Source: an optimization exercise on an open RTL-to-GDS flow (aim: small area, a short achievable clock period and few clock cycles per item). Production flows keep margins and buffers that such runs may drop. Where RTL was checked, it was by simulation tests only, not by an equivalence proof against the original. Power and IR drop assume default switching activity.

==> flow/design.v (excerpt) <==
module exec_stage (
    input  logic        clock,
    input  logic        reset,
    input  logic        issue_valid,
    input  logic [1:0]  issue_fu,
    input  logic [3:0]  issue_func,
    input  logic [1:0]  opa_select,
    input  logic [2:0]  opb_select,
    input  logic [31:0] inst,
    input  logic [31:0] pc,
    input  logic [31:0] rs1_value,
    input  logic [31:0] rs2_value,
    input  logic [4:0]  issue_tag,
    input  logic        complete_credit,
    output logic [2:0]  fu_free,
    output logic        complete_valid,
    output logic [1:0]  complete_fu,
    output logic [4:0]  complete_tag,
    output logic [31:0] complete_result,
    output logic        complete_take
);
Settings: LEC_CHECK=0, CAP_MARGIN=20, CORE_MARGIN=2, CORE_UTILIZATION=55, CTS_CLUSTER_DIAMETER=80, CTS_CLUSTER_SIZE=30, PLACE_DENSITY=0.65, SETUP_SLACK_MARGIN=4.6, SLEW_MARGIN=20; clock period 8.0 ns.
standard.sh (not shown) runs the stock make flow with config.mk's settings and CLKGATE_MAP_FILE= SYNTH_SCRIPT=/design/flow/synth_recipe.tcl, a recipe that flattens the netlist after the stock synthesis.
==> flow/flow/run.sh <==
#!/bin/bash
# The standard layout, with the port buffers made of buf_2 cells instead of the cell
# buffer_ports picks by default. Synthesis, floorplan, power grid and the rest are the
# standard flow's. make's full output goes to standard.log in this folder; ORFS writes
# each step's log under orfs/logs/.
set -euo pipefail
bash standard.sh "BUFFER_PORTS_ARGS=-buffer_cell sky130_fd_sc_hd__buf_2" finish > standard.log 2>&1
Change:
--- a/flow/design.v
+++ b/flow/design.v
@@ -621,30 +621,32 @@
             pb_tag  <= x_tag;
             pb_take <= x_take;
         end
     end
     logic [31:0] m_a, m_b;
     logic        m_a32, m_uext;
     logic [3:0]  m_one, m_two, m_neg;
     logic [33:0] m_s, m_c;
     logic        m_ci;
     logic [7:0]  m_ls, m_lc;
-    logic        m_hi;
+    logic        m_hi, m_short;
     logic [4:0]  m_tag;
-    logic        r_hi;
+    logic        r_hi, r_short;
+    logic [7:0]  r_b0;
     logic [4:0]  r_tag;
-    logic [31:0] mh_res;
     logic        in_asgn, in_bsgn, in_a32, in_uext;
     assign in_asgn = (issue_func == MUL) || (issue_func == MULH) || (issue_func == MULHSU);
     assign in_bsgn = (issue_func == MUL) || (issue_func == MULH);
     assign in_a32  = in_asgn & opa[31];
     assign in_uext = ~in_bsgn & opb[31];
+    logic        in_short;
+    assign in_short = (opb[31:15] == 17'h00000) || (in_bsgn && (opb[31:15] == 17'h1FFFF));
     assign m_free = !m_busy || m_last;
     assign m_step = m_busy && (!m_first || !r_v || grant_mul);
     logic [7:0]  m_corr_a, m_corr_b;
     logic [33:0] m_s_in, m_c_in;
     logic [41:0] m_sum, m_carry;
     logic [7:0]  m_low;
     logic        m_cout;
     assign m_corr_a = {8{m_uext}} & (({8{m_ph[0]}} & m_a[7:0])   | ({8{m_ph[1]}} & m_a[15:8])
                                    | ({8{m_ph[2]}} & m_a[23:16]) | ({8{m_ph[3]}} & m_a[31:24]));
     assign m_corr_b = {8{m_a32}} & ~m_b[7:0];
@@ -671,76 +673,91 @@
     always_ff @(posedge clock) begin
         if (reset) begin
             m_busy <= 1'b0;
             m_last <= 1'b0;
             r_v    <= 1'b0;
         end else begin
             if (m_free) begin
                 m_busy <= issue_valid && (issue_fu == 2'd1);
                 m_last <= 1'b0;
             end else if (m_step) begin
-                m_last <= m_ph[2];
+                m_last <= m_short ? m_ph[0] : m_ph[2];
             end
             if (m_last)         r_v <= 1'b1;
             else if (grant_mul) r_v <= 1'b0;
         end
     end
     always_ff @(posedge clock) begin
         if (m_free) begin
             m_ph    <= 4'b0001;
             m_first <= 1'b1;
             m_a     <= opa;
             m_b     <= opb;
             m_a32   <= in_a32;
             m_uext  <= in_uext;
             {m_one, m_two, m_neg} <= in_booth;
             m_hi    <= (issue_func != MUL);
+            m_short <= in_short;
             m_tag   <= issue_tag;
         end else if (m_step) begin
             m_ph    <= {m_ph[2:0], 1'b0};
             m_first <= 1'b0;
             m_b     <= {m_low, m_b[31:8]};
             {m_one, m_two, m_neg} <= m_next_booth;
         end
     end
     always_ff @(posedge clock) begin
         if (m_step) begin
             m_ls <= m_sum[7:0];
             m_lc <= m_carry[7:0];
             m_ci <= !m_first && m_cout;
             m_c  <= m_carry[41:8];
-            if (m_last && !m_hi) m_s <= {10'b0, m_low, m_b[31:16]};
-            else                 m_s <= m_sum[41:8];
+            if (m_last && !m_hi && !m_short) m_s <= {10'b0, m_low, m_b[31:16]};
+            else                             m_s <= m_sum[41:8];
         end
         if (m_last) begin
-            r_hi  <= m_hi;
-            r_tag <= m_tag;
+            r_hi    <= m_hi;
+            r_short <= m_short;
+            r_b0    <= m_low;
+            r_tag   <= m_tag;
         end
     end
     logic [39:0] mh_sum;
     exec_prefix_add #(.N(40)) u_mh_add (
         .a({m_s[31:0], m_ls}), .b({m_c[31:0], m_lc}), .cin(m_ci), .sum(mh_sum), .cout()
     );
-    assign mh_res = r_hi ? mh_sum[39:8] : {mh_sum[7:0], m_s[23:0]};
+    logic        g_m00, g_m01, g_m10, g_m11;
+    logic [31:0] mh_res00, mh_res01, mh_res10, mh_res11;
+    assign g_m00 = grant_mul & ~r_short & ~r_hi;
+    assign g_m01 = grant_mul & ~r_short &  r_hi;
+    assign g_m10 = grant_mul &  r_short & ~r_hi;
+    assign g_m11 = grant_mul &  r_short &  r_hi;
+    assign mh_res00 = {mh_sum[7:0], m_s[23:0]};
+    assign mh_res01 = mh_sum[39:8];
+    assign mh_res10 = {mh_sum[23:0], r_b0};
+    assign mh_res11 = {{16{mh_sum[39]}}, mh_sum[39:24]};
     assign credits_next = credits + {1'b0, complete_credit} - {1'b0, granted};
     always_ff @(posedge clock) begin
         if (reset) begin
             credits        <= 2'd2;
             has_credit     <= 1'b1;
             complete_valid <= 1'b0;
         end else begin
             credits        <= credits_next;
             has_credit     <= (credits_next != 2'd0);
             complete_valid <= granted;
         end
     end
     always_ff @(posedge clock) begin
         complete_fu     <= grant_x ? {x_br, 1'b0} : grant_pa ? 2'd0 : grant_pb ? 2'd2 : 2'd1;
         complete_tag    <= grant_x ? x_tag : grant_pa ? pa_tag : grant_pb ? pb_tag : r_tag;
         complete_take   <= grant_x ? (x_br & x_take) : grant_pb & pb_take;
         complete_result <= ({32{grant_x}}   & x_res)
                          | ({32{grant_pa}}  & pa_res)
                          | ({32{grant_pb}}  & pb_res)
-                         | ({32{grant_mul}} & mh_res);
+                         | ({32{g_m00}} & mh_res00)
+                         | ({32{g_m01}} & mh_res01)
+                         | ({32{g_m10}} & mh_res10)
+                         | ({32{g_m11}} & mh_res11);
     end
 endmodule
 `default_nettype wire
What happened: Clock skew went down by 0.010 ns. Cell area came out higher by 2.8%. Worst hold slack is about the same. Sequential power hardly moves. Critical path depth rose by 2. First-iteration DRC count climbs by 4.5%. Clock-buffer cell count falls by 3. Wire length went up by 5.9%. Setup slack loses 0.14 ns. Synthesized cell count is higher by 2.6%.
Testbench counts after the change, summed over its fixed seeds: cycles 35,907, items 32,000.
Only the layout flow was run in the first run of this note; the RTL was not checked for function there.

separate check: timing with driven ports:
The results above use ideal ports. As a check the final layouts listed here were re-extracted and re-timed, cells and wires unchanged.
Step 1, drivers: a clkbuf_16 drives clock and a buf_2 each remaining input, both assumed.
Step 2 times the ports against the registers' clock, not the clock port: input delays grow and output delays shrink by t, the midpoint of the rising clock arrivals with the driver on.
Slacks: ideal / step 1 / step 2; pairs: ideal / step 1.
| run | t, ns | slack for setup (ns) | slew at the worst register clock pin (ns) |
|---|---|---|---|
| the first run | 0.657 | 4.601 / 4.601 / 4.038 | 0.11 / 0.11 |
| the second run | 0.664 | 4.463 / 4.463 / 3.981 | 0.11 / 0.11 |
After both steps every run listed still meets setup and hold. The setup slack of the first run, which loses most, moves by 0.000 ns with the drivers and by -0.563 ns with both steps.
